What follows belongs to an exercise in optimizing a design on an open flow for small area, a short achievable clock period and few clock cycles; a production flow would make more cautious choices.
Where RTL was checked, it was by simulation tests only, not by an equivalence proof against the original.
The RTL of runs 1, 2 and 4 was laid out without a check of its function.

==> flow/design.v, too long to show whole: its modules and the start of the top module <==
// module cnn_mac_sat: 15 lines
// module cnn_mul: 686 lines
// module cnn_conv_engine: 214 lines
module cnn_conv_engine
#(
   parameter int DATA_W = 16,
   parameter int ADDR_W = 12,
   parameter int DIM_W  = 8,
   parameter int K      = 3,
   parameter int ACC_W  = 40
) (
   input  logic              clk_i,
   input  logic              rst_ni,
   input  logic              start_i,
   input  logic [ADDR_W-1:0] img_base_i,
   input  logic [ADDR_W-1:0] ker_base_i,
   input  logic [ADDR_W-1:0] out_base_i,
   input  logic [DIM_W-1:0]  img_w_i,
   input  logic [DIM_W-1:0]  img_h_i,
   input  logic [4:0]        shift_i,
   output logic              mem_rd_req_o,
   output logic              mem_wr_req_o,
   output logic [ADDR_W-1:0] mem_addr_o,
   output logic [DATA_W-1:0] mem_wdata_o,
   input  logic [DATA_W-1:0] mem_rdata_i,
   input  logic              mem_ready_i,
   output logic              busy_o,
   output logic              done_o,
   output logic              err_o
);
  // ...
==> flow/run.sh <==
#!/bin/bash
# synth_recipe.tcl (not shown) runs the flow's synth.tcl, then flattens the netlist and writes it again
# the make line also repeats each setting of config.mk as NAME=value (left out here)
make -C /OpenROAD-flow-scripts/flow DESIGN_CONFIG=/design/flow/config.mk WORK_HOME=/design/flow/orfs CLKGATE_MAP_FILE= SYNTH_SCRIPT=/design/flow/synth_recipe.tcl finish
==> flow/config.mk <==
export PLATFORM = sky130hd
export DESIGN_NAME = cnn_conv_engine
export DESIGN_NICKNAME = cnn_conv_engine
export VERILOG_FILES = /design/flow/design.v
export SDC_FILE = /design/flow/constraint.sdc
export NUM_CORES = 4
export LEC_CHECK = 0
export CAP_MARGIN = 20
export CORE_MARGIN = 2
export CORE_UTILIZATION = 40
export PLACE_DENSITY = 0.6
export SLEW_MARGIN = 20
==> flow/constraint.sdc <==
create_clock -name core_clock -period 10.5 [get_ports {clk_i}]
set_input_delay 2.1000 -clock core_clock [delete_from_list [all_inputs] [get_ports {clk_i}]]
set_output_delay 2.1000 -clock core_clock [all_outputs]
set_load 0.01 [all_outputs]
==> impl_metrics.csv, run 1 <==
group,metric,value,unit
synth,synth_cells,4597,
layout,largest-register,"ker_q",
run_status,status,"no timing/DRC/antenna violations",
routing,drt_iter0_drc,2582,
routing,routed.top_layer,"met4",
worst_hold_path,hold_path_class,"reg -> reg",
layout,num-fill-cells,11800,
timing,fin_crit_sh,56.8,%
timing,setup_tns,0,ns
critical_path,critPathKind,"reg -> reg",
layout,nNonClkBuffers,156,
global_route,met1_usage,29.1,%
clock_network,post_cts_resized,0,
worst_hold_path,hp-start,"ker_q[3][7]$_DFFE_PP_",
layout,seq-cell-share,30.8,%
timing,fin_skew,0.0264,ns
synth,post-synth-top-area-fraction,26.4,%
critical_path,path_depth,13,
synth,syn_area,0.0516,sq mm
place,place_hpwl,97600,microns
layout,largest_register_ffs,144,
synth,syn_nets,5535,
synth,synth_top_family_by_area,"adder cells",
synth,synth_top_cells_by_count,"681 x fa_1, 655 x inv_1, 516 x nand2_1, 476 x and2_1, 442 x edfxtp_1",
timing,layout_setup_ws,4.54,ns
==> module cnn_conv_engine, before the edit <==
module cnn_conv_engine
#(
   parameter int DATA_W = 16,
   parameter int ADDR_W = 12,
   parameter int DIM_W  = 8,
   parameter int K      = 3,
   parameter int ACC_W  = 40
) (
   input  logic              clk_i,
   input  logic              rst_ni,
   input  logic              start_i,
   input  logic [ADDR_W-1:0] img_base_i,
   input  logic [ADDR_W-1:0] ker_base_i,
   input  logic [ADDR_W-1:0] out_base_i,
   input  logic [DIM_W-1:0]  img_w_i,
   input  logic [DIM_W-1:0]  img_h_i,
   input  logic [4:0]        shift_i,
   output logic              mem_rd_req_o,
   output logic              mem_wr_req_o,
   output logic [ADDR_W-1:0] mem_addr_o,
   output logic [DATA_W-1:0] mem_wdata_o,
   input  logic [DATA_W-1:0] mem_rdata_i,
   input  logic              mem_ready_i,
   output logic              busy_o,
   output logic              done_o,
   output logic              err_o
);
   localparam int AW = 2 * DATA_W + 3;
   localparam logic [AW-1:0] BWC9 = AW'(9) * ((AW'(1) << DATA_W) - (AW'(1) << (2 * DATA_W - 1)));
   logic              busy_q, kload_q, done_q, err_q;
   logic [DIM_W-1:0]  w_q, x_q, rem_q;
   logic [4:0]        shift_q;
   logic [5:0]        slot_q;    
   logic              oddm_q;    
   logic [1:0]        wcnt_q;
   logic              first_q, flush_q;
   logic [ADDR_W-1:0] ibase_q, raddr_q, wptr_q;
   logic [DATA_W-1:0] ker_q [9];
   logic [DATA_W-1:0] pix_q, res_q;
   logic [AW-1:0]     a0_q [3];
   logic [AW-1:0]     a1_q [3];
   logic [AW-1:0]     ps_q [3];
   logic [AW-1:0]     pc_q [3];
   logic              row_q, shft_q, step_q;
   logic              accept, bad_dims, run, oddstrip, xz, oddm, lastcol, laststrip, wv;
   logic              rd_slot, wr_slot, rdreq, wrreq, adv, col_end, job_end, kdone;
   logic [2:0]        ky;
   logic              row, shft, cap;
   logic [ADDR_W-1:0] w12, d_1m2w, d_1m3w, ow12, d_1mow, rdelta, wdelta;
   logic [AW-1:0]     arow [3];
   logic [AW-1:0]     ain [3];
   logic [AW-1:0]     sum [3];
   logic [AW-1:0]     ps [3];
   logic [AW-1:0]     pc [3];
   logic [DATA_W-1:0] kval [3];
   logic [DATA_W-1:0] sat;
   assign accept   = start_i & ~busy_q;
   assign bad_dims = img_w_i < DIM_W'(3) || img_h_i < DIM_W'(3);
   assign run      = busy_q & ~kload_q;
   assign kdone    = kload_q & mem_ready_i & (x_q == DIM_W'(8));
   assign oddstrip  = rem_q == DIM_W'(1);
   assign laststrip = rem_q <= DIM_W'(2);
   assign xz        = wcnt_q == 2'd0;
   assign oddm      = oddm_q;
   assign lastcol   = x_q == w_q - 1'b1;
   assign wv        = flush_q | (wcnt_q == 2'd3) | (xz & ~first_q);
   assign rd_slot = slot_q[0] | slot_q[1] | (slot_q[2] & oddm) | (slot_q[3] & ~oddm) | slot_q[5];
   assign wr_slot = (slot_q[2] & ~oddm) | (slot_q[3] & oddm) | slot_q[4];
   assign rdreq   = run & rd_slot & ~flush_q;
   assign wrreq   = run & wr_slot & wv;
   assign adv     = ~(rdreq | wrreq) | mem_ready_i;
   assign job_end = run & adv & flush_q & (slot_q[4] | (slot_q[3] & oddm));
   assign col_end = run & adv & (slot_q[5] | (slot_q[4] & oddstrip) | (slot_q[3] & oddm));
   assign mem_rd_req_o = kload_q | rdreq;
   assign mem_wr_req_o = wrreq;
   assign mem_addr_o   = wr_slot ? wptr_q : raddr_q;
   assign mem_wdata_o  = res_q;
   assign busy_o       = busy_q;
   assign done_o       = done_q;
   assign err_o        = err_q;
   assign w12    = ADDR_W'(w_q);
   assign d_1m2w = ADDR_W'(1) - (w12 << 1);
   assign d_1m3w = d_1m2w - w12;
   assign ow12   = w12 - ADDR_W'(2);
   assign d_1mow = ADDR_W'(3) - w12;
   always_comb begin
      if (kload_q)                                     rdelta = ADDR_W'(1);
      else if (slot_q[5])                              rdelta = lastcol ? d_1m2w : d_1m3w;
      else if ((slot_q[3] | slot_q[2]) & oddstrip)     rdelta = d_1m2w;
      else                                             rdelta = w12;
      if (slot_q[4])           wdelta = xz ? ADDR_W'(1) : d_1mow;
      else if (oddm)           wdelta = ADDR_W'(1);
      else                     wdelta = ow12;
   end
   always_comb begin
      ky[0] = slot_q[1] | (slot_q[3] & ~oddm);
      ky[1] = slot_q[2] | slot_q[5];
      ky[2] = slot_q[0] | slot_q[4] | (slot_q[3] & oddm);
      row   = slot_q[0] | slot_q[5] | (slot_q[3] & ~oddm);
      shft  = slot_q[1] | (slot_q[3] & ~oddm);
      cap   = shft;
   end
   always_comb begin
      for (int k = 0; k < 3; k++) begin
         kval[k] = ({DATA_W{ky[0]}} & ker_q[k]) | ({DATA_W{ky[1]}} & ker_q[3 + k])
                 | ({DATA_W{ky[2]}} & ker_q[6 + k]);
         arow[k] = row_q ? a1_q[k] : a0_q[k];
      end
      ain[0] = shft_q ? BWC9 : arow[0];
      ain[1] = shft_q ? arow[0] : arow[1];
      ain[2] = shft_q ? arow[1] : arow[2];
      for (int k = 0; k < 3; k++)
         sum[k] = (ain[k] ^ ps_q[k] ^ pc_q[k])
                + (((ain[k] & ps_q[k]) | (ain[k] & pc_q[k]) | (ps_q[k] & pc_q[k])) << 1);
   end
   for (genvar k = 0; k < 3; k++) begin : g_mul
      cnn_mul u_mul (
         .a_i (pix_q),
         .b_i (kval[k]),
         .s_o (ps[k]),
         .c_o (pc[k])
      );
   end
   always_ff @(posedge clk_i) begin
      for (int k = 0; k < 3; k++) begin
         ps_q[k] <= ps[k];
         pc_q[k] <= pc[k];
      end
      row_q  <= row;
      shft_q <= shft;
   end
   cnn_mac_sat #(.DATA_W(DATA_W), .ACC_W(AW)) u_sat (
      .acc_i   (row ? a1_q[2] : a0_q[2]),
      .shift_i (shift_q),
      .res_o   (sat)
   );
   always_ff @(posedge clk_i or negedge rst_ni) begin
      if (!rst_ni) begin
         busy_q  <= 1'b0;
         kload_q <= 1'b0;
         done_q  <= 1'b0;
         err_q   <= 1'b0;
         step_q  <= 1'b0;
      end else begin
         step_q <= run & adv;
         done_q <= 1'b0;
         if (accept) begin
            err_q   <= bad_dims;
            done_q  <= bad_dims;
            busy_q  <= ~bad_dims;
            kload_q <= ~bad_dims;
         end else begin
            if (kdone) kload_q <= 1'b0;
            if (job_end) begin
               busy_q <= 1'b0;
               done_q <= 1'b1;
            end
         end
      end
   end
   always_ff @(posedge clk_i) begin
      if (accept) begin
         w_q     <= img_w_i;
         rem_q   <= img_h_i - DIM_W'(2);
         shift_q <= shift_i;
         ibase_q <= img_base_i;
         raddr_q <= ker_base_i;
         wptr_q  <= out_base_i;
         x_q     <= '0;
         slot_q  <= 6'b000001;
         oddm_q  <= 1'b0;
         wcnt_q  <= '0;
         first_q <= 1'b1;
         flush_q <= 1'b0;
      end
      if (kload_q && mem_ready_i) begin
         for (int i = 0; i < 8; i++) ker_q[i] <= ker_q[i + 1];
         ker_q[8] <= mem_rdata_i;
         raddr_q  <= kdone ? ibase_q : raddr_q + rdelta;
         x_q      <= kdone ? '0 : x_q + 1'b1;
      end
      if (rdreq && mem_ready_i) begin
         pix_q <= mem_rdata_i;
         raddr_q <= raddr_q + rdelta;
      end
      if (wrreq && mem_ready_i) wptr_q <= wptr_q + wdelta;
      if (step_q) begin
         for (int k = 0; k < 3; k++) begin
            if (row_q) a1_q[k] <= sum[k];
            else       a0_q[k] <= sum[k];
         end
      end
      if (run && adv) begin
         if (cap) res_q <= sat;
         slot_q <= (col_end || job_end) ? 6'b000001 : {slot_q[4:0], 1'b0};
         if (col_end && !job_end) begin
            if (lastcol) begin
               if (laststrip) flush_q <= 1'b1;
               else begin
                  x_q     <= '0;
                  wcnt_q  <= '0;
                  first_q <= 1'b0;
                  rem_q   <= rem_q - DIM_W'(2);
                  oddm_q  <= 1'b0;
               end
            end else begin
               x_q    <= x_q + 1'b1;
               oddm_q <= oddstrip;
               wcnt_q <= wcnt_q == 2'd3 ? 2'd3 : wcnt_q + 1'b1;
            end
         end
      end
   end
endmodule
==> inputs of run 2 (changes only) <==
--- a/flow/design.v
+++ b/flow/design.v
@@ -741,7 +741,8 @@
    localparam int AW = 2 * DATA_W + 3;
    localparam logic [AW-1:0] BWC9 = AW'(9) * ((AW'(1) << DATA_W) - (AW'(1) << (2 * DATA_W - 1)));
    logic              busy_q, kload_q, done_q, err_q;
-   logic [DIM_W-1:0]  w_q, x_q, rem_q;
+   logic [DIM_W-1:0]  w_q, x_q, rem_q;    
+   logic              last_q, odd_q;      
    logic [4:0]        shift_q;
    logic [5:0]        slot_q;    
    logic              oddm_q;    
@@ -770,12 +771,12 @@
    assign accept   = start_i & ~busy_q;
    assign bad_dims = img_w_i < DIM_W'(3) || img_h_i < DIM_W'(3);
    assign run      = busy_q & ~kload_q;
-   assign kdone    = kload_q & mem_ready_i & (x_q == DIM_W'(8));
-   assign oddstrip  = rem_q == DIM_W'(1);
-   assign laststrip = rem_q <= DIM_W'(2);
+   assign kdone    = kload_q & mem_ready_i & lastcol;
+   assign oddstrip  = odd_q;
+   assign laststrip = last_q;
    assign xz        = wcnt_q == 2'd0;
    assign oddm      = oddm_q;
-   assign lastcol   = x_q == w_q - 1'b1;
+   assign lastcol   = x_q == '0;
    assign wv        = flush_q | (wcnt_q == 2'd3) | (xz & ~first_q);
    assign rd_slot = slot_q[0] | slot_q[1] | (slot_q[2] & oddm) | (slot_q[3] & ~oddm) | slot_q[5];
    assign wr_slot = (slot_q[2] & ~oddm) | (slot_q[3] & oddm) | slot_q[4];
@@ -875,11 +876,13 @@
       if (accept) begin
          w_q     <= img_w_i;
          rem_q   <= img_h_i - DIM_W'(2);
+         last_q  <= img_h_i <= DIM_W'(4);
+         odd_q   <= img_h_i == DIM_W'(3);
          shift_q <= shift_i;
          ibase_q <= img_base_i;
          raddr_q <= ker_base_i;
          wptr_q  <= out_base_i;
-         x_q     <= '0;
+         x_q     <= DIM_W'(8);
          slot_q  <= 6'b000001;
          oddm_q  <= 1'b0;
          wcnt_q  <= '0;
@@ -890,7 +893,7 @@
          for (int i = 0; i < 8; i++) ker_q[i] <= ker_q[i + 1];
          ker_q[8] <= mem_rdata_i;
          raddr_q  <= kdone ? ibase_q : raddr_q + rdelta;
-         x_q      <= kdone ? '0 : x_q + 1'b1;
+         x_q      <= kdone ? w_q - 1'b1 : x_q - 1'b1;
       end
       if (rdreq && mem_ready_i) begin
          pix_q <= mem_rdata_i;
@@ -910,14 +913,16 @@
             if (lastcol) begin
                if (laststrip) flush_q <= 1'b1;
                else begin
-                  x_q     <= '0;
+                  x_q     <= w_q - 1'b1;
                   wcnt_q  <= '0;
                   first_q <= 1'b0;
                   rem_q   <= rem_q - DIM_W'(2);
+                  last_q  <= rem_q <= DIM_W'(4);
+                  odd_q   <= rem_q == DIM_W'(3);
                   oddm_q  <= 1'b0;
                end
             end else begin
-               x_q    <= x_q + 1'b1;
+               x_q    <= x_q - 1'b1;
                oddm_q <= oddstrip;
                wcnt_q <= wcnt_q == 2'd3 ? 2'd3 : wcnt_q + 1'b1;
             end
--- a/flow/config.mk
+++ b/flow/config.mk
@@ -9,4 +9,5 @@
 export CORE_MARGIN = 2
 export CORE_UTILIZATION = 40
 export PLACE_DENSITY = 0.6
+export SETUP_SLACK_MARGIN = 5
 export SLEW_MARGIN = 20
==> impl_metrics.csv, run 2 <==
group,metric,value,unit
run_status,status,"no timing/DRC/antenna violations",
critical_path,critPathCaptureType,"flop",
timing,setup_viol,0,
floorplan,dieHeight,365,microns
place,numPortBuffers,109,
clock_network,cts.sinks,654,
synth,ys_types,85,
routing,postRouteAntennaNets,0,
clock_network,cts_made_buffers,80,
routing,routed_wirelength,139000,microns
synth,post-synth-top-count-cell,"fa_1",
synth,synth.avg_cell_area,11.0,sq um
layout,reg_top3,"ker_q: 144 flops, a0_q: 105 flops, a1_q: 105 flops",
worst_hold_path,hold_path_class,"reg -> reg",
place,place_hpwl,101000,microns
critical_path,worstPathMaxFanout,51,
floorplan,die_width,365,microns
synth,synthAdderAreaFrac,30.5,%
timing,slew_headroom,24.5,%
synth,synth_compound_area_share,7.23,%
synth,yosys-mux-area-fraction,6.99,%
floorplan,start_util,40.3,%
synth,ys_seq_area_share,33.6,%
layout,regArea,0.0176,sq mm
flow_run,drv_cap,0,
clock_network,cts_tree,"yes",
clock_network,clkTransAtPathRegs,0.07,ns
layout,fin_nets,5691,
timing,setup_tns,0,ns
layout,postLayoutCoreUtil,44.7,%
critical_path,critPathKind,"reg -> reg",
global_route,grt_max_degree,87,
timing,rsz0062_at_grt,"no",
timing,tightest_slew,1.13,ns
routing,via_count,35000,
layout,final_cell_mix,"681 x fa_1, 669 x inv_1, 535 x nand2_1",
floorplan,ios,110,
critical_path,crit_path_start_kind,"flop",
synth,synth_cells,4727,
routing,viasPerCell,5.33,
floorplan,rows,132,
layout,num-fill-cells,12100,
floorplan,core,0.129,sq mm
synth,synth_top_family_by_area,"adder cells",
layout,area_growth,10.9,%
layout,instances_no_fill,6564,
timing,fin_skew,0.0239,ns
layout,largest_register_ffs,144,
clock_network,cts_max_level,3,
global_route,grtUsageTotal,21.2,%
global_route,grt_pass1_vias,36400,
synth,async_flop_share,0.765,%
synth,synth_edf_count,442,
routing,drt_iter0_drc,2475,
clock_network,cts_buffer_depth,3,
routing,drt_drc_violations_left,0,
layout,layout_commonest_cell,"fa_1",
synth,post-synth-top-area-fraction,26.1,%
global_route,antenna_found_initial,7,
synth,synth_xor_area_share,2.16,%
clock_network,insertion_delay,0.70,ns
timing,slew_viol_final,0,
synth,syn_nets,5666,
timing,fin_crit,5.25,ns
routing,drt-pass1-iter-count,5,
timing,fin_hold_ws,0.434,ns
synth,syn_area,0.0522,sq mm
critical_path,cp.required,11.06,ns
place,routabilityCongestion,0.885,
routing,wl_per_cell,21.2,microns
global_route,grt_pass1_wl,216000,microns
synth,synth_top_cells_by_count,"681 x fa_1, 669 x inv_1, 543 x nand2_1, 479 x and2_1, 442 x edfxtp_1",
layout,multiInputGateArea,0.0313,sq mm
place,placed_cells,6406,
timing,max_freq,190,MHz
layout,largest-register,"ker_q",
timing,hold_viol,0,
clock_network,clock-root-buffer,"clkbuf_16",
critical_path,cp.arrival,5.81,ns
synth,synthSimpleGateAreaFrac,13.0,%
synth,synth.largest_area_cell,"fa_1",
layout,drive_gt1_share,7.41,%
synth,yosys_warnings,21,
synth,ys_top_cells_by_area,"fa_1 26%, edfxtp_1 25%, dfxtp_1 7.9%, and2_1 5.7%, inv_1 4.8%",
floorplan,dieArea,0.133,sq mm
timing,fin_crit_sh,50.0,%
global_route,gr-total-overflow,0,
synth,ys.flop_type,"edfxtp_1",
synth,ys_ff_latch,654,
==> run 2: kinds of logic after synthesis <==
logic type	Yosys count
XOR/XNOR	129
AO/OA/AOI/OAI	570
adder cells (fa/ha/maj)	862
buffers and inverters	905
flip-flops	654
multiplexers	228
AND/OR/NAND/NOR	1379
==> run 2: stage by stage <==
stage,worst slack (ns),instance area (sq um)
CTS,5.05,57800
finish,5.25,57900
detailed placement,4.35,55000
global route,5.00,57900
floorplan,5.09,52200
global placement,4.38,55000
==> run 2: cell type report <==
class                           instances  share of cell area (%)
Clock inverter                         44                   0.830
Multi-Input combinational cell       3168                    54.1
Tap cell                             1742                    3.77
Clock buffer                          105                    3.71
Sequential cell                       654                    30.3
Inverter                              674                    4.38
Timing Repair Buffer                  174                    2.88
Antenna cell                            3                  0.0130
==> run 2: timing repair <==
action                     in CTS  in global routing
cloned                          0                  0
hold endpoints to repair        0                  0
gates resized for setup        14                 15
setup buffers                   4                  2
hold buffers                    0                  0
setup endpoints to repair      92                 33
==> run 2: worst paths after layout <==
path,startpoint,endpoint,slack (ns),cells past startpoint
setup / recovery,slot_q[3]$_SDFFCE_PP0P_,pc_q[0][15]$_DFF_P_,5.25,14
hold / removal,ker_q[1][13]$_DFFE_PP_,ker_q[0][13]$_DFFE_PP_,0.43,0
setup reg to reg,slot_q[3]$_SDFFCE_PP0P_,pc_q[0][15]$_DFF_P_,5.25,14
hold reg to reg,ker_q[1][13]$_DFFE_PP_,ker_q[0][13]$_DFFE_PP_,0.43,0
max in group asynchronous,rst_ni,step_q$_DFF_PN0_,8.60,1
min in group asynchronous,rst_ni,err_q$_DFFE_PN0P_,1.65,1
==> run 2: metal layers <==
layer  track usage [%]  up-vias  wire length (microns)
met5                 0        -                     13
met4              5.79        2                   3510
met3              3.91      247                   9640
met2              34.2     1181                  63700
met1              29.5    17900                  62300
li1                  -    15600                      -
==> run 2: worst max-delay path, cell delays in order, from the launching register on <==
cell,delay (ns)
edfxtp_1,0.47
nand2b_1,0.21
nand2b_2,0.12
buf_6,0.36
a22oi_1,0.17
nand2_1,0.17
buf_4,0.27
nand2_1,0.11
fa_1,0.53
fa_1,0.54
fa_1,0.46
fa_1,0.51
fa_1,0.55
inv_1,0.05
fa_1,0.51
==> module cnn_mac_sat, before the edit <==
module cnn_mac_sat
#(
   parameter int DATA_W = 16,
   parameter int ACC_W  = 35
) (
   input  logic [ACC_W-1:0]  acc_i,
   input  logic [4:0]        shift_i,
   output logic [DATA_W-1:0] res_o
);
   logic signed [ACC_W-1:0] sh;
   logic                    ovf;
   assign sh    = $signed(acc_i) >>> shift_i;
   assign ovf   = ~(&sh[ACC_W-1:DATA_W-1]) & (|sh[ACC_W-1:DATA_W-1]);
   assign res_o = ovf ? {sh[ACC_W-1], {(DATA_W-1){~sh[ACC_W-1]}}} : sh[DATA_W-1:0];
endmodule
==> inputs of run 3 (changes only) <==
--- a/flow/design.v
+++ b/flow/design.v
@@ -19,9 +19,10 @@
    input  logic [4:0]        shift_i,
    output logic [DATA_W-1:0] res_o
 );
-   logic signed [ACC_W-1:0] sh;
+   logic signed [ACC_W-1:0] acc_s, sh;
    logic                    ovf;
-   assign sh    = $signed(acc_i) >>> shift_i;
+   assign acc_s = acc_i;
+   assign sh    = acc_s >>> shift_i;
    assign ovf   = ~(&sh[ACC_W-1:DATA_W-1]) & (|sh[ACC_W-1:DATA_W-1]);
    assign res_o = ovf ? {sh[ACC_W-1], {(DATA_W-1){~sh[ACC_W-1]}}} : sh[DATA_W-1:0];
 endmodule
==> impl_metrics.csv, run 3 <==
group,metric,value,unit
layout,area_growth,10.9,%
run_status,status,"no timing/DRC/antenna violations",
global_route,grt_pass1_vias,36400,
timing,slew_headroom,24.5,%
timing,slew_viol_final,0,
timing,rsz0062_at_grt,"no",
critical_path,crit_path_start_kind,"flop",
place,place_hpwl,101000,microns
synth,async_flop_share,0.765,%
timing,layout_setup_ws,5.25,ns
global_route,antenna_found_initial,7,
layout,largest_register_ffs,144,
synth,ys.flop_type,"edfxtp_1",
global_route,grt_max_degree,87,
place,placed_cells,6406,
clock_network,insertion_delay,0.70,ns
timing,max_freq,190,MHz
critical_path,cp.arrival,5.81,ns
timing,fin_skew,0.0239,ns
critical_path,worstReg2RegStart,"slot_q[3]$_SDFFCE_PP0P_",
clock_network,cts_buffer_depth,3,
layout,instances_no_fill,6564,
synth,post-synth-top-area-fraction,26.1,%
routing,viasPerCell,5.33,
layout,largest-register,"ker_q",
layout,drive_gt1_share,7.41,%
layout,layout_commonest_cell,"fa_1",
critical_path,critPathCaptureType,"flop",
synth,yosys_warnings,21,
critical_path,crit_start,"slot_q[3]$_SDFFCE_PP0P_",
layout,regArea,0.0176,sq mm
layout,final_cell_mix,"681 x fa_1, 669 x inv_1, 535 x nand2_1",
synth,syn_nets,5666,
floorplan,core,0.129,sq mm
timing,fin_crit_sh,50.0,%
synth,post-synth-top-count-cell,"fa_1",
clock_network,clock-root-buffer,"clkbuf_16",
clock_network,cts_max_level,3,
place,dp_slack,4.35,ns
global_route,grtUsageTotal,21.2,%
layout,postLayoutCoreUtil,44.7,%
timing,tightest_slew,1.13,ns
synth,ys_types,85,
routing,drt-pass1-iter-count,5,
global_route,gr-total-overflow,0,
timing,setup_tns,0,ns
timing,hold_viol,0,
critical_path,worstPathMaxFanout,51,
critical_path,cpMostUsedCell,"fa_1",
critical_path,critPathSlowestCell,"fa_1",
worst_hold_path,hold_path_class,"reg -> reg",
floorplan,dieArea,0.133,sq mm
clock_network,cts_tree,"yes",
routing,drt_iter0_drc,2475,
floorplan,ios,110,
clock_network,hold_buffers,0,
synth,ys_seq_area_share,33.6,%
synth,synth_top_cells_by_count,"681 x fa_1, 669 x inv_1, 543 x nand2_1, 479 x and2_1, 442 x edfxtp_1",
synth,synth.largest_area_cell,"fa_1",
worst_hold_path,hold_path_depth,0,
clock_network,cts.sinks,654,
worst_hold_path,hp-start,"ker_q[1][13]$_DFFE_PP_",
critical_path,critPathKind,"reg -> reg",
synth,synth_edf_count,442,
floorplan,dieHeight,365,microns
synth,ys_ff_latch,654,
layout,num-fill-cells,12100,
critical_path,critPathMaxStageDelay,0.55,ns
flow_run,drv_cap,0,
clock_network,clkTransAtPathRegs,0.07,ns
global_route,grt_pass1_wl,216000,microns
routing,wl_per_cell,21.2,microns
place,routabilityCongestion,0.885,
routing,routed_wirelength,139000,microns
floorplan,start_util,40.3,%
floorplan,rows,132,
routing,drt_drc_violations_left,0,
timing,setup_viol,0,
clock_network,cts_made_buffers,80,
floorplan,die_width,365,microns
critical_path,path_cells,"nand2b_1 -> nand2b_2 -> buf_6 -> a22oi_1 -> nand2_1 -> buf_4 -> nand2_1 -> fa_1 -> fa_1 -> fa_1 -> fa_1 -> fa_1 -> inv_1 -> fa_1",
synth,synth_cells,4727,
synth,ys_top_cells_by_area,"fa_1 26%, edfxtp_1 25%, dfxtp_1 7.9%, and2_1 5.7%, inv_1 4.8%",
timing,fin_crit,5.25,ns
synth,synth.avg_cell_area,11.0,sq um
place,numPortBuffers,109,
critical_path,cp.required,11.06,ns
layout,multiInputGateArea,0.0313,sq mm
layout,reg_top3,"ker_q: 144 flops, a0_q: 105 flops, a1_q: 105 flops",
critical_path,r2r_cells,14,
routing,postRouteAntennaNets,0,
routing,via_count,35000,
synth,syn_area,0.0522,sq mm
layout,fin_nets,5691,
[run 3: worst paths after layout]
path / slack (ns) / end
min in group asynchronous: 1.65 / err_q$_DFFE_PN0P_
min: 0.43 / ker_q[0][13]$_DFFE_PP_
min reg2reg: 0.43 / ker_q[0][13]$_DFFE_PP_
max: 5.25 / pc_q[0][15]$_DFF_P_
max reg2reg: 5.25 / pc_q[0][15]$_DFF_P_
max in group asynchronous: 8.60 / step_q$_DFF_PN0_
[run 3: what timing repair did]
action / in CTS / in global routing
buffers inserted: 4 / 2
setup endpoints to repair: 92 / 33
gates cloned: 0 / 0
resized for setup: 14 / 15
[run 3: cell families (layout without fill, tap and decap cells)]
family / count (synthesis) / in the layout / share of synthesized area (%)
adders and majority gates: 862 / 862 / 30.5
and+or+nand+nor: 1379 / 1379 / 13.0
DFF: 654 / 654 / 33.6
AOI/OAI and AO/OA: 570 / 570 / 7.23
other: 0 / 3 / 0
buffers and inverters: 905 / 997 / 6.55
muxes: 228 / 228 / 6.99
xor gates and xnor gates: 129 / 129 / 2.16
[run 3: layout make-up]
type | instances | share of cell area (%)
Clock buffer | 105 | 3.71
Inverter | 674 | 4.38
Sequential cell | 654 | 30.3
Antenna cell | 3 | 0.0130
Multi-Input combinational cell | 3168 | 54.1
Clock inverter | 44 | 0.830
Tap cell | 1742 | 3.77
Timing Repair Buffer | 174 | 2.88
[run 3: worst max-delay path: cells and delay by family, from the launching register on]
kind / cells / cell delay, ns
adders and majority gates: 6 / 3.10
buffers and inverters: 3 / 0.68
and+or+nand+nor: 4 / 0.61
DFF: 1 / 0.47
AOI/OAI and AO/OA: 1 / 0.17
[run 3: routing by layer]
metal | wire (microns) | track usage, % | share of wire, % | up-vias
met1 | 62300 | 29.5 | 45 | 17900
met3 | 9640 | 3.91 | 6.9 | 247
met4 | 3510 | 5.79 | 2.5 | 2
li1 | - | - | - | 15600
met5 | 13 | 0 | 0.0093 | -
met2 | 63700 | 34.2 | 46 | 1181
[run 3: metrics by stage]
stage / instance area, sq um / hold WS, ns
5_1_grt: 57900 / 0.445
3_5_place_dp: 55000 / 0.433
3_3_place_gp: 55000 / 0.428
2_1_floorplan: 52200 / 0.426
4_1_cts: 57800 / 0.435
6_report: 57900 / 0.434
Testbench counts of run 3, summed over its fixed seeds: cycles 58,378.
==> inputs of run 4 (changes only) <==
--- a/flow/design.v
+++ b/flow/design.v
@@ -19,10 +19,9 @@
    input  logic [4:0]        shift_i,
    output logic [DATA_W-1:0] res_o
 );
-   logic signed [ACC_W-1:0] acc_s, sh;
+   logic signed [ACC_W-1:0] sh;
    logic                    ovf;
-   assign acc_s = acc_i;
-   assign sh    = acc_s >>> shift_i;
+   assign sh    = $signed(acc_i) >>> shift_i;
    assign ovf   = ~(&sh[ACC_W-1:DATA_W-1]) & (|sh[ACC_W-1:DATA_W-1]);
    assign res_o = ovf ? {sh[ACC_W-1], {(DATA_W-1){~sh[ACC_W-1]}}} : sh[DATA_W-1:0];
 endmodule
==> flow/flow/run.sh (new file) <==
#!/bin/bash
set -euo pipefail
MARGIN=6.5
sed -E "s/SETUP_SLACK_MARGIN=[-0-9.]+/SETUP_SLACK_MARGIN=${MARGIN}/" standard.sh > standard_margin.sh
grep -q "SETUP_SLACK_MARGIN=${MARGIN}" standard_margin.sh
bash standard_margin.sh > standard.log 2>&1
==> flow/standard.sh (new file) <==
#!/bin/bash
# synth_recipe.tcl (not shown) runs the flow's synth.tcl, then flattens the netlist and writes it again
# the make line also repeats each setting of config.mk as NAME=value (left out here)
make -C /OpenROAD-flow-scripts/flow DESIGN_CONFIG=/design/flow/config.mk WORK_HOME=/design/flow/orfs CLKGATE_MAP_FILE= SYNTH_SCRIPT=/design/flow/synth_recipe.tcl "${@:-finish}"
removed: flow/run.sh
==> impl_metrics.csv, run 4 <==
group,metric,value,unit
routing,drt_drc_violations_left,0,
layout,fin_nets,6048,
routing,postRouteAntennaNets,0,
timing,fin_skew,0.0360,ns
timing,setup_viol,0,
timing,tightest_slew,0.968,ns
critical_path,critPathMaxStageDelay,0.53,ns
place,dp_slack,4.67,ns
synth,ys.flop_type,"edfxtp_1",
layout,postLayoutCoreUtil,50.2,%
layout,layout_commonest_cell,"inv_1",
synth,post-synth-top-area-fraction,26.1,%
flow_run,drv_cap,0,
synth,post-synth-top-count-cell,"fa_1",
timing,hold_viol,0,
clock_network,cts.sinks,654,
critical_path,worstPathMaxFanout,7,
routing,drt-pass1-iter-count,5,
critical_path,path_buf_inv,6,
floorplan,core,0.129,sq mm
timing,fin_crit_sh,44.1,%
clock_network,clock-root-buffer,"clkbuf_16",
critical_path,crit_family,"adder cells",
timing,fin_crit,4.63,ns
floorplan,dieHeight,365,microns
synth,yosys_warnings,21,
place,place_hpwl,102000,microns
synth,synth_top_cells_by_count,"681 x fa_1, 669 x inv_1, 543 x nand2_1, 479 x and2_1, 442 x edfxtp_1",
timing,slew_headroom,35.5,%
routing,viasPerCell,5.44,
layout,instances_no_fill,6919,
critical_path,reg2reg_slack,5.87,ns
timing,setup_tns,0,ns
routing,wl_per_cell,22.5,microns
synth,ys_top_cells_by_area,"fa_1 26%, edfxtp_1 25%, dfxtp_1 7.9%, and2_1 5.7%, inv_1 4.8%",
place,placed_cells,6386,
global_route,grt_pass1_wl,232000,microns
routing,drt_iter0_drc,3114,
critical_path,path_cells,"buf_4 -> a21oi_4 -> nand2b_4 -> buf_12 -> nand2_2 -> nand2_4 -> and2_4 -> fa_1 -> inv_1 -> fa_1 -> fa_2 -> inv_1 -> fa_2 -> inv_2 -> fa_1 -> inv_1 -> fa_1",
floorplan,die_width,365,microns
synth,ys_seq_area_share,33.6,%
clock_network,clkTransAtPathRegs,0.06,ns
synth,synth_edf_count,442,
synth,ys_ff_latch,654,
global_route,antenna_found_initial,8,
routing,routed_wirelength,156000,microns
layout,postLayoutCellArea,0.0651,sq mm
timing,rsz0062_at_grt,"yes",
layout,drive_gt1_share,26.1,%
global_route,gr-total-overflow,0,
routing,via_count,37700,
floorplan,ios,110,
synth,synth_cells,4727,
run_status,status,"no timing/DRC/antenna violations",
critical_path,cpMostUsedCell,"fa_1",
synth,syn_nets,5666,
clock_network,cts_buffer_depth,3,
clock_network,cts_max_level,3,
global_route,grtUsageTotal,23.0,%
synth,synth.avg_cell_area,11.0,sq um
synth,syn_area,0.0522,sq mm
floorplan,rows,132,
clock_network,cts_tree,"yes",
layout,reg_top3,"ker_q: 144 flops, a0_q: 105 flops, a1_q: 105 flops",
worst_hold_path,hold_path_class,"reg -> reg",
critical_path,cp.arrival,5.20,ns
floorplan,dieArea,0.133,sq mm
place,routabilityCongestion,0.885,
global_route,grt_max_degree,90,
critical_path,critPathCaptureType,"flop",
layout,largest-register,"ker_q",
timing,slew_viol_final,0,
synth,async_flop_share,0.765,%
global_route,grt_pass1_vias,38600,
critical_path,critPathKind,"reg -> reg",
clock_network,cts_made_buffers,79,
critical_path,cp.required,11.06,ns
place,numPortBuffers,109,
synth,ys_types,85,
timing,max_freq,216,MHz
timing,layout_setup_ws,5.87,ns
layout,area_growth,24.7,%
place,place_area,0.0556,sq mm
clock_network,insertion_delay,0.71,ns
synth,synth.largest_area_cell,"fa_1",
floorplan,start_util,40.3,%
critical_path,crit_path_start_kind,"flop",
critical_path,critPathSlowestCell,"fa_1",
layout,largest_register_ffs,144,
layout,final_cell_mix,"595 x inv_1, 535 x fa_1, 442 x edfxtp_1",
run 4: cell counts after synthesis:
No cell type changed its count.
run 4: metrics by stage:
step	hold slack, ns
after CTS	0.448
after global placement	0.428
after detailed placement	0.432
after global routing	0.456
after floorplan	0.426
final	0.454
run 4: worst paths after layout:
| path | start | to | cells past startpoint |
|---|---|---|---|
| max | slot_q[3]$_SDFFCE_PP0P_ | pc_q[2][17]$_DFF_P_ | 17 |
| min | ker_q[8][15]$_DFFE_PP_ | ker_q[7][15]$_DFFE_PP_ | 0 |
| max reg2reg | slot_q[3]$_SDFFCE_PP0P_ | pc_q[2][17]$_DFF_P_ | 17 |
| min reg2reg | ker_q[8][15]$_DFFE_PP_ | ker_q[7][15]$_DFFE_PP_ | 0 |
| max in group asynchronous | rst_ni | kload_q$_DFFE_PN0P_ | 1 |
| min in group asynchronous | rst_ni | step_q$_DFF_PN0_ | 1 |
run 4: layout make-up:
cell class / instances / area [sq um]
Antenna cell: 1 / 2.50
Sequential cell: 654 / 17600
Multi-Input combinational cell: 3181 / 34700
Inverter: 674 / 2540
Timing Repair Buffer: 519 / 5260
Fill cell: 11300 / 64400
Tap cell: 1742 / 2180
Clock buffer: 105 / 2190
Clock inverter: 43 / 609
run 4: cells by family (layout without fill, tap and decap cells):
logic type                 count (synthesis)  count (layout)  synth area share [%]
and+or+nand+nor                         1379            1390                  13.0
buffers and inverters                    905            1341                  6.55
adders and majority gates                862             862                  30.5
DFF                                      654             654                  33.6
AOI/OAI and AO/OA                        570             572                  7.23
muxes                                    228             228                  6.99
xor gates and xnor gates                 129             129                  2.16
other                                      0               1                     0
run 4: worst reg2reg max path: stages, from the launching register on:
cell and delay (ns):
edfxtp_1 0.43, buf_4 0.17, a21oi_4 0.15, nand2b_4 0.20, buf_12 0.23, nand2_2 0.09
nand2_4 0.12, and2_4 0.21, fa_1 0.53, inv_1 0.06, fa_1 0.48, fa_2 0.53
inv_1 0.05, fa_2 0.33, inv_2 0.06, fa_1 0.40, inv_1 0.08, fa_1 0.41
run 4: what timing repair did:
| item | 4_1_cts | 5_1_grt |
|---|---|---|
| gates resized for setup | 470 | 311 |
| setup buffers | 247 | 102 |
| hold buffers | 0 | 0 |
| setup endpoints to repair | 466 | 337 |
| cloned | 26 | 9 |
| pin swaps | 137 | 180 |
run 4: metal layers:
layer  GRT usage (%)  vias up  share of wire [%]
li1                -    16400                  -
met1            32.6    19500                 43
met2            36.7     1501                 46
met3            3.53      317                7.3
met4            6.51        4                3.2
met5               0        -              0.014

## static timing again, ports no longer ideal
In the flow no input, the clock included, has a driving cell. The finished layouts below were timed again as built, in two steps.
Step 1 sets driving cells, clkbuf_16 on the clock port and buf_2 on the other inputs (assumed; they add their load-dependent delay and slew).
Step 2 times the ports against the registers' clock, not the clock port: input delays grow and output delays shrink by t, the midpoint of the rising clock arrivals with the driver on.
a / b / c = ideal ports / drivers / drivers and shift; a / b = the first two.
run	t, ns	setup WS [ns]	worst hold slack (ns)	clock arrival spread, ns
run 1	0.714	4.539 / 4.539 / 4.539	0.438 / 0.438 / 0.438	0.027 / 0.027
run 2	0.764	5.250 / 5.250 / 5.232	0.434 / 0.434 / 0.434	0.028 / 0.029
run 3	0.764	5.250 / 5.250 / 5.232	0.434 / 0.434 / 0.434	0.028 / 0.029
run 4	0.767	5.865 / 5.865 / 5.865	0.454 / 0.454 / 0.454	0.036 / 0.036
After both steps every run listed still meets setup and hold.
